From an optimization exercise on the open Yosys and OpenROAD flow, aimed at small area, a short achievable clock period and few clock cycles per item; shortcuts taken in it are not production practice. Only simulation tests tie the RTL to the original design; equivalence was not proved. Power is estimated from default activity; no workload was simulated.

==> module fau_gcd, before the edit <==
module fau_gcd (
   input  logic        clock,
   input  logic        reset,
   input  logic        avail,      
   output logic        take,       
   input  logic [32:0] n_in,       
   input  logic [30:0] d_in,       
   output logic        out_valid,  
   input  logic        out_take,   
   output logic [31:0] g_out,
   output logic [31:0] xn_out,
   output logic [31:0] xd_out,
   output logic        neg_out,
   output logic        nz_out,     
   output logic        dz_out,     
   output logic        g1_out      
);
   localparam logic [1:0] B_IDLE = 2'd0;
   localparam logic [1:0] B_GCD  = 2'd2;
   localparam logic [1:0] B_HOLD = 2'd3;
   logic [1:0]  bstate;
   logic [31:0] u, v;
   logic [31:0] xn, xd;
   logic        neg, nzf, dzf;
   logic        ue, ve;
   function automatic logic [3:0] ctz8(input logic [7:0] y);
      if (y[1]) ctz8 = 4'd1;
      else if (y[2]) ctz8 = 4'd2;
      else if (y[3]) ctz8 = 4'd3;
      else if (y[4]) ctz8 = 4'd4;
      else if (y[5]) ctz8 = 4'd5;
      else if (y[6]) ctz8 = 4'd6;
      else if (y[7]) ctz8 = 4'd7;
      else ctz8 = 4'd8;
   endfunction
   logic [31:0] du, dv, x, ush, vsh, un, vn, xnn, xdn;
   logic [32:0] sm, usrc, vsrc;
   logic        du_c;
   logic [3:0]  uamt, vamt;
   logic        use_sum;
   logic        eq, uz, vz, u_gt, v_gt, fin;
   logic [32:0] n_neg, n_abs;
   fau_add #(.W(33), .ARCH(1)) u_neg (.a(~n_in), .b(33'd0), .cin(1'b1), .s(n_neg), .cout());
   assign n_abs = n_in[32] ? n_neg : n_in;
   fau_add #(.W(32), .ARCH(2)) u_du (.a(u), .b(~v), .cin(1'b1), .s(du), .cout(du_c));
   fau_add #(.W(32), .ARCH(2)) u_dv (.a(v), .b(~u), .cin(1'b1), .s(dv), .cout());
   fau_add #(.W(32), .ARCH(2)) u_sm (.a(u), .b(v), .cin(1'b0), .s(sm[31:0]), .cout(sm[32]));
   always_comb begin
      x = u ^ v;
      use_sum = x[1];
      eq = (x == 32'd0);
      uz = nzf;
      vz = dzf;
      usrc = ue ? {1'b0, u} : (use_sum ? sm : {1'b0, du});
      vsrc = ve ? {1'b0, v} : (use_sum ? sm : {1'b0, dv});
      uamt = ue ? ctz8(u[7:0]) : (use_sum ? ctz8(~x[7:0]) : ctz8(x[7:0]));
      vamt = ve ? ctz8(v[7:0]) : (use_sum ? ctz8(~x[7:0]) : ctz8(x[7:0]));
      ush = 32'(usrc >> uamt);
      vsh = 32'(vsrc >> vamt);
      u_gt = du_c && !eq;
      v_gt = !du_c;
      fin = uz || vz || (!ue && !ve && eq);
      un = u;
      vn = v;
      xnn = xn;
      xdn = xd;
      if (ue && ve) begin
         un = u >> 1;
         vn = v >> 1;
         xnn = xn >> 1;
         xdn = xd >> 1;
      end else if (ue) begin
         un = ush;
      end else if (ve) begin
         vn = vsh;
      end else begin
         if (u_gt) un = ush;
         if (v_gt) vn = vsh;
      end
   end
   assign out_valid = (bstate == B_HOLD);
   assign take = avail && ((bstate == B_IDLE) || (out_valid && out_take));
   assign g_out = u;
   assign xn_out = xn;
   assign xd_out = xd;
   assign neg_out = neg;
   assign nz_out = uz;
   assign dz_out = vz;
   assign g1_out = (u == 32'd1);
   always_ff @(posedge clock) begin
      if (reset) begin
         bstate <= B_IDLE;
      end else begin
         if (take) begin
            bstate <= B_GCD;
         end else begin
            unique case (bstate)
               B_IDLE: ;
               B_GCD: if (fin) bstate <= B_HOLD;
               B_HOLD: if (out_take) bstate <= B_IDLE;
               default: bstate <= B_IDLE;
            endcase
         end
      end
      if (take) begin
         u <= n_abs[31:0];
         ue <= !n_abs[0];
         v <= {1'b0, d_in};
         ve <= !d_in[0];
         xn <= n_abs[31:0];
         xd <= {1'b0, d_in};
         neg <= n_in[32];
         nzf <= (n_in == 33'd0);
         dzf <= (d_in == 31'd0);
      end else if (bstate == B_GCD) begin
         u <= un;
         ue <= !un[0];
         v <= vn;
         ve <= !vn[0];
         xn <= xnn;
         xd <= xdn;
      end
   end
endmodule
==> flow/config.mk <==
export PLATFORM = sky130hd
export DESIGN_NAME = fraction_arithmetic_unit
export DESIGN_NICKNAME = fraction_arithmetic_unit
export VERILOG_FILES = /design/flow/design.v
export SDC_FILE = /design/flow/constraint.sdc
export NUM_CORES = 4
export LEC_CHECK = 0
export CAP_MARGIN = 20
export CORE_MARGIN = 2
export CORE_UTILIZATION = 40
export SLEW_MARGIN = 20
==> flow/constraint.sdc <==
create_clock -name core_clock -period 12.0 [get_ports {clock}]
set_input_delay 2.4000 -clock core_clock [delete_from_list [all_inputs] [get_ports {clock}]]
set_output_delay 2.4000 -clock core_clock [all_outputs]
set_load 0.01 [all_outputs]
run.sh (not shown) runs the stock make flow with config.mk's settings and CLKGATE_MAP_FILE= SYNTH_SCRIPT=/design/flow/synth_recipe.tcl, a recipe that flattens the netlist after the stock synthesis.
Testbench counts at the start, summed over its fixed seeds: cycles 25,160, items 1,280.
==> next run, changes <==
--- a/flow/design.v
+++ b/flow/design.v
@@ -212,11 +212,11 @@
    logic        eq, uz, vz, u_gt, v_gt, fin;
    logic [32:0] n_neg, n_abs;
    fau_add #(.W(33), .ARCH(1)) u_neg (.a(~n_in), .b(33'd0), .cin(1'b1), .s(n_neg), .cout());
    assign n_abs = n_in[32] ? n_neg : n_in;
-   fau_add #(.W(32), .ARCH(2)) u_du (.a(u), .b(~v), .cin(1'b1), .s(du), .cout(du_c));
-   fau_add #(.W(32), .ARCH(2)) u_dv (.a(v), .b(~u), .cin(1'b1), .s(dv), .cout());
-   fau_add #(.W(32), .ARCH(2)) u_sm (.a(u), .b(v), .cin(1'b0), .s(sm[31:0]), .cout(sm[32]));
+   fau_add #(.W(32), .ARCH(1)) u_du (.a(u), .b(~v), .cin(1'b1), .s(du), .cout(du_c));
+   fau_add #(.W(32), .ARCH(1)) u_dv (.a(v), .b(~u), .cin(1'b1), .s(dv), .cout());
+   fau_add #(.W(32), .ARCH(1)) u_sm (.a(u), .b(v), .cin(1'b0), .s(sm[31:0]), .cout(sm[32]));
    always_comb begin
       x = u ^ v;
       use_sum = x[1];
       eq = (x == 32'd0);
Outcome: Routed wire length is lower by 6.3%; sequential power hardly moves; clock power is higher by about 4%; worst setup slack gets worse by 0.078 ns; design area is lower by 1.9%; non-clock buffer count is lower by 7; synthesized cell count is lower by 4.2%; critical path depth is lower by 2; global-route usage is lower by 1.1 points; total power is lower by 3.1%; area after synthesis is lower by 2.2%; worst hold slack gets better by 0.026 ns.
Testbench counts after the change, summed over its fixed seeds: cycles 25,160, items 1,280.

========
Setup of before:
fraction_arithmetic_unit, a different RTL version from the one above (not shown whole).
Size: ~4800 cells after synthesis, ~150 I/O pins.
==> module fau_div, before the edit <==
module fau_div (
   input  logic        clock,
   input  logic        reset,
   input  logic        in_valid,
   output logic        in_take,
   input  logic [31:0] g_in,
   input  logic [31:0] xn_in,
   input  logic [31:0] xd_in,
   input  logic        neg_in,
   input  logic        nz_in,
   input  logic        dz_in,
   input  logic        g1_in,
   output logic        rsp_tvalid,
   input  logic        rsp_tready,
   output logic [33:0] res_num,
   output logic [30:0] res_den,
   output logic        zero_den
);
   localparam logic [1:0] C_IDLE = 2'd0;
   localparam logic [1:0] C_PREP = 2'd1;
   localparam logic [1:0] C_DIV  = 2'd2;
   localparam logic [1:0] C_OUT  = 2'd3;
   logic [1:0]  cstate;
   logic [3:0]  cnt;
   logic        prep;
   logic [1:0]  dn, dd;
   logic [31:0] g, g3, qn, qd;
   logic        neg, zd, g1;
   logic        free;
   assign free = (cstate == C_IDLE) || (cstate == C_OUT && rsp_tready);
   assign in_take = in_valid && free;
   assign rsp_tvalid = (cstate == C_OUT);
   assign res_num = {neg, neg, qn};
   assign res_den = qd[30:0];
   assign zero_den = zd;
   function automatic logic [1:0] digit(input logic [1:0] r, input logic g1b);
      digit = g1b ? {r[1] ^ r[0], r[0]} : r;
   endfunction
   logic [31:0] mn, md, subn, subd, min_d, qn_fix;
   fau_add #(.W(32), .ARCH(1)) u_subn (.a(qn), .b(~mn), .cin(1'b1), .s(subn), .cout());
   fau_add #(.W(32), .ARCH(1)) u_subd (.a(min_d), .b(~md), .cin(1'b1), .s(subd), .cout());
   always_comb begin
      unique case (dn)
         2'd0: mn = 32'd0;
         2'd1: mn = g;
         2'd2: mn = {g[30:0], 1'b0};
         default: mn = g3;
      endcase
      unique case (dd)
         2'd0: md = 32'd0;
         2'd1: md = g;
         2'd2: md = {g[30:0], 1'b0};
         default: md = g3;
      endcase
      min_d = prep ? {g[29:0], 2'b00} : qd;
      qn_fix = neg ? subn : qn;
   end
   always_ff @(posedge clock) begin
      prep <= 1'b0;
      if (reset) begin
         cstate <= C_IDLE;
         cnt <= 4'd0;
      end else begin
         unique case (cstate)
            C_IDLE: ;
            C_PREP: cstate <= g1 ? C_OUT : C_DIV;
            C_DIV: begin
               cnt <= (cnt == 4'd14) ? 4'd0 : cnt + 4'd1;
               if (cnt == 4'd14) cstate <= C_OUT;
            end
            C_OUT: if (rsp_tready) cstate <= C_IDLE;
            default: cstate <= C_IDLE;
         endcase
         if (in_take) begin
            if (nz_in || dz_in || (g1_in && !neg_in)) cstate <= C_OUT;
            else begin
               cstate <= C_PREP;
               prep <= 1'b1;
            end
         end
      end
      if (in_take) begin
            dn <= 2'd1;
            dd <= 2'd1;
            g <= g1_in ? 32'd1 : g_in;
            g1 <= g1_in;
            zd <= dz_in;
            neg <= neg_in && !nz_in;
            if (nz_in) begin
               qn <= 32'd0;
               qd <= dz_in ? 32'd0 : 32'd1;
            end else if (dz_in) begin
               qn <= neg_in ? 32'hffff_ffff : 32'd1;
               qd <= 32'd0;
            end else begin
               qn <= xn_in;
               qd <= xd_in;
            end
      end else begin
      unique case (cstate)
         C_PREP: begin
            g3 <= subd;
            if (neg) qn <= g1 ? ~subn : subn;
            dn <= digit(qn_fix[1:0], g[1]);
            dd <= digit(qd[1:0], g[1]);
         end
         C_DIV: begin
            dn <= digit(subn[3:2], g[1]);
            dd <= digit(subd[3:2], g[1]);
            if (cnt == 4'd14) begin
               qn <= {{2{neg}}, dn ^ {2{neg}}, subn[31:4]};
               qd <= {2'b00, dd, subd[31:4]};
            end else begin
               qn <= {dn ^ {2{neg}}, subn[31:2]};
               qd <= {dd, subd[31:2]};
            end
         end
         default: ;
      endcase
      end
   end
endmodule
Settings: LEC_CHECK=0, ABC_AREA=1, CAP_MARGIN=20, CORE_MARGIN=2, CORE_UTILIZATION=40, SLEW_MARGIN=20; clock period 12.0 ns.
Testbench counts of before, summed over its fixed seeds: cycles 24,237, items 1,280.
What after does differently from before at the input level:
--- a/flow/design.v
+++ b/flow/design.v
@@ -311,13 +311,11 @@
    logic [3:0]  cnt;
    logic        prep;
    logic [1:0]  dn, dd;
    logic [31:0] g, g3, qn, qd;
    logic        neg, zd, g1;
-   logic        free;
-   assign free = (cstate == C_IDLE) || (cstate == C_OUT && rsp_tready);
-   assign in_take = in_valid && free;
+   assign in_take = in_valid && (cstate == C_IDLE);
    assign rsp_tvalid = (cstate == C_OUT);
    assign res_num = {neg, neg, qn};
    assign res_den = qd[30:0];
    assign zero_den = zd;
    function automatic logic [1:0] digit(input logic [1:0] r, input logic g1b);
@@ -347,28 +345,28 @@
       if (reset) begin
          cstate <= C_IDLE;
          cnt <= 4'd0;
       end else begin
          unique case (cstate)
-            C_IDLE: ;
+            C_IDLE: if (in_valid) begin
+               if (nz_in || dz_in || (g1_in && !neg_in)) cstate <= C_OUT;
+               else begin
+                  cstate <= C_PREP;
+                  prep <= 1'b1;
+               end
+            end
             C_PREP: cstate <= g1 ? C_OUT : C_DIV;
             C_DIV: begin
                cnt <= (cnt == 4'd14) ? 4'd0 : cnt + 4'd1;
                if (cnt == 4'd14) cstate <= C_OUT;
             end
             C_OUT: if (rsp_tready) cstate <= C_IDLE;
             default: cstate <= C_IDLE;
          endcase
-         if (in_take) begin
-            if (nz_in || dz_in || (g1_in && !neg_in)) cstate <= C_OUT;
-            else begin
-               cstate <= C_PREP;
-               prep <= 1'b1;
-            end
-         end
       end
-      if (in_take) begin
+      unique case (cstate)
+         C_IDLE: begin
             dn <= 2'd1;
             dd <= 2'd1;
             g <= g1_in ? 32'd1 : g_in;
             g1 <= g1_in;
             zd <= dz_in;
@@ -381,12 +379,11 @@
                qd <= 32'd0;
             end else begin
                qn <= xn_in;
                qd <= xd_in;
             end
-      end else begin
-      unique case (cstate)
+         end
          C_PREP: begin
             g3 <= subd;
             if (neg) qn <= g1 ? ~subn : subn;
             dn <= digit(qn_fix[1:0], g[1]);
             dd <= digit(qd[1:0], g[1]);
@@ -402,11 +399,10 @@
                qd <= {dd, subd[31:2]};
             end
          end
          default: ;
       endcase
-      end
    end
 endmodule
 module fraction_arithmetic_unit #(
    parameter int OPERAND_BITS = fau_pkg::OPERAND_BITS_DEF
 ) (
[summary]
All of before and after finish clean. Relative to before, the path length in cells of the critical path of after is lower by 4. Comparing before and after, register-to-register slack is lower on after. In the metrics for before and after, the one carrying the lower number of filler cells placed in the layout is after. Chip height essentially unchanged between before and after. Detailed-route vias per instance in after is about 0.6% higher than in before.
Testbench counts of after, summed over its fixed seeds: cycles 24,412, items 1,280.

========
Another version of the RTL of fraction_arithmetic_unit (not shown whole).
Size in the first run: roughly 3800 cells after synthesis, about 34000 um^2 of cells after synthesis.
==> module fau_gcd, before the edit <==
module fau_gcd (
   input  logic        clock,
   input  logic        reset,
   input  logic        avail,      
   output logic        take,       
   input  logic [32:0] n_in,       
   input  logic [30:0] d_in,       
   output logic        out_valid,  
   input  logic        out_take,   
   output logic [31:0] g_out,
   output logic [31:0] xn_out,
   output logic [31:0] xd_out,
   output logic        neg_out,
   output logic        nz_out,     
   output logic        dz_out,     
   output logic        g1_out      
);
   localparam logic [1:0] B_IDLE = 2'd0;
   localparam logic [1:0] B_GCD  = 2'd2;
   localparam logic [1:0] B_HOLD = 2'd3;
   logic [1:0]  bstate;
   logic [32:0] u, v;
   logic [31:0] xn, xd;
   logic        neg;
   function automatic logic [3:0] ctz8(input logic [7:0] y);
      if (y[1]) ctz8 = 4'd1;
      else if (y[2]) ctz8 = 4'd2;
      else if (y[3]) ctz8 = 4'd3;
      else if (y[4]) ctz8 = 4'd4;
      else if (y[5]) ctz8 = 4'd5;
      else if (y[6]) ctz8 = 4'd6;
      else if (y[7]) ctz8 = 4'd7;
      else ctz8 = 4'd8;
   endfunction
   logic [32:0] du, dv, x, usrc, vsrc, ush, vsh;
   logic [3:0]  uamt, vamt;
   logic        eq, uz, vz, u_gt, v_gt, fin;
   logic [32:0] n_neg, n_abs;
   fau_add #(.W(33), .ARCH(1)) u_neg (.a(~n_in), .b(33'd0), .cin(1'b1), .s(n_neg), .cout());
   assign n_abs = n_in[32] ? n_neg : n_in;
   fau_add #(.W(33), .ARCH(1)) u_du (.a(u), .b(~v), .cin(1'b1), .s(du), .cout());
   fau_add #(.W(33), .ARCH(1)) u_dv (.a(v), .b(~u), .cin(1'b1), .s(dv), .cout());
   always_comb begin
      x = u ^ v;
      eq = (x == 33'd0);
      uz = (u == 33'd0);
      vz = (v == 33'd0);
      usrc = !u[0] ? u : du;
      vsrc = !v[0] ? v : dv;
      uamt = !u[0] ? ctz8(u[7:0]) : ctz8(x[7:0]);
      vamt = !v[0] ? ctz8(v[7:0]) : ctz8(x[7:0]);
      ush = usrc >> uamt;
      vsh = vsrc >> vamt;
      u_gt = !du[32] && !eq;
      v_gt = du[32];
      fin = uz || vz || (u[0] && v[0] && eq);
   end
   assign out_valid = (bstate == B_HOLD) || (bstate == B_GCD && fin);
   assign take = avail && ((bstate == B_IDLE) || (out_valid && out_take));
   assign g_out = u[31:0];
   assign xn_out = xn;
   assign xd_out = xd;
   assign neg_out = neg;
   assign nz_out = uz;
   assign dz_out = vz;
   assign g1_out = (u == 33'd1);
   always_ff @(posedge clock) begin
      if (reset) begin
         bstate <= B_IDLE;
      end else begin
         if (take) begin
            bstate <= B_GCD;
         end else begin
            unique case (bstate)
               B_IDLE: ;
               B_GCD: if (fin) bstate <= out_take ? B_IDLE : B_HOLD;
               B_HOLD: if (out_take) bstate <= B_IDLE;
               default: bstate <= B_IDLE;
            endcase
         end
      end
      if (take) begin
         u <= n_abs;
         v <= {2'b00, d_in};
         xn <= n_abs[31:0];
         xd <= {1'b0, d_in};
         neg <= n_in[32];
      end else begin
         unique case (bstate)
            B_GCD: begin
               if (!u[0] && !v[0]) begin
                  u <= u >> 1;
                  v <= v >> 1;
                  xn <= xn >> 1;
                  xd <= xd >> 1;
               end else if (!u[0]) begin
                  u <= ush;
               end else if (!v[0]) begin
                  v <= vsh;
               end else begin
                  if (u_gt) u <= ush;
                  if (v_gt) v <= vsh;
               end
            end
            default: ;
         endcase
      end
   end
endmodule
clock: 12.0 ns
lec_check: 0
cap_margin: 20
core_margin: 2
core_utilization: 40
slew_margin: 20
Testbench counts at the start, summed over its fixed seeds: cycles 26,495, items 1,280.
Next try:
--- a/flow/design.v
+++ b/flow/design.v
@@ -192,7 +192,7 @@
    logic [1:0]  bstate;
    logic [32:0] u, v;
    logic [31:0] xn, xd;
-   logic        neg;
+   logic        neg, nzf, dzf;
    function automatic logic [3:0] ctz8(input logic [7:0] y);
       if (y[1]) ctz8 = 4'd1;
       else if (y[2]) ctz8 = 4'd2;
@@ -203,23 +203,26 @@
       else if (y[7]) ctz8 = 4'd7;
       else ctz8 = 4'd8;
    endfunction
-   logic [32:0] du, dv, x, usrc, vsrc, ush, vsh;
+   logic [32:0] du, dv, sm, x, usrc, vsrc, ush, vsh;
    logic [3:0]  uamt, vamt;
+   logic        use_sum;
    logic        eq, uz, vz, u_gt, v_gt, fin;
    logic [32:0] n_neg, n_abs;
    fau_add #(.W(33), .ARCH(1)) u_neg (.a(~n_in), .b(33'd0), .cin(1'b1), .s(n_neg), .cout());
    assign n_abs = n_in[32] ? n_neg : n_in;
    fau_add #(.W(33), .ARCH(1)) u_du (.a(u), .b(~v), .cin(1'b1), .s(du), .cout());
    fau_add #(.W(33), .ARCH(1)) u_dv (.a(v), .b(~u), .cin(1'b1), .s(dv), .cout());
+   fau_add #(.W(33), .ARCH(1)) u_sm (.a(u), .b(v), .cin(1'b0), .s(sm), .cout());
    always_comb begin
       x = u ^ v;
+      use_sum = x[1];
       eq = (x == 33'd0);
-      uz = (u == 33'd0);
-      vz = (v == 33'd0);
-      usrc = !u[0] ? u : du;
-      vsrc = !v[0] ? v : dv;
-      uamt = !u[0] ? ctz8(u[7:0]) : ctz8(x[7:0]);
-      vamt = !v[0] ? ctz8(v[7:0]) : ctz8(x[7:0]);
+      uz = nzf;
+      vz = dzf;
+      usrc = !u[0] ? u : (use_sum ? sm : du);
+      vsrc = !v[0] ? v : (use_sum ? sm : dv);
+      uamt = !u[0] ? ctz8(u[7:0]) : (use_sum ? ctz8(~x[7:0]) : ctz8(x[7:0]));
+      vamt = !v[0] ? ctz8(v[7:0]) : (use_sum ? ctz8(~x[7:0]) : ctz8(x[7:0]));
       ush = usrc >> uamt;
       vsh = vsrc >> vamt;
       u_gt = !du[32] && !eq;
@@ -256,6 +259,8 @@
          xn <= n_abs[31:0];
          xd <= {1'b0, d_in};
          neg <= n_in[32];
+         nzf <= (n_in == 33'd0);
+         dzf <= (d_in == 31'd0);
       end else begin
          unique case (bstate)
             B_GCD: begin
Total power goes up by 42%.
Register-to-register slack is better by 0.04 ns.
Sequential power rises by 15%.
Via count climbs by 3.4%.
Sequential share of layout area came out lower by 0.98 points.
Wire length goes up by 2.3%.
Cell count went up by 6.6%.
Maximum frequency went up by 0.59%.
Area after synthesis climbs by 4.7%.
Die area went up by 4.7%.
Testbench counts after the change, summed over its fixed seeds: cycles 24,272, items 1,280.

==> re-timing with driven ports <==
No port has a modelled driver above. Below, the same layouts with a new extraction and two added sets of constraints.
Step 1 sets driving cells, clkbuf_16 on the clock port and buf_2 on the other inputs (assumed; they add their load-dependent delay and slew).
Step 2 times the ports against the registers' clock, not the clock port: input delays grow and output delays shrink by t, the midpoint of the rising clock arrivals with the driver on.
a / b / c = ideal / step 1 / step 2; a / b = the first two.
run	t, ns	setup slack, ns	pins driven straight from the clock port
the first run of note 1	0.607	5.989 / 5.989 / 5.989	1
the second run of note 1	0.645	5.911 / 5.911 / 5.911	1
before	0.659	6.599 / 6.599 / 6.080	1
after	0.664	6.242 / 6.242 / 6.242	1
the first run of note 3	0.653	5.513 / 5.513 / 5.513	1
the second run of note 3	0.642	5.551 / 5.551 / 5.551	1
After both steps every run listed still meets setup and hold. For before, which loses most, drivers alone change the setup slack by 0.000 ns; drivers and shift together by -0.519 ns.
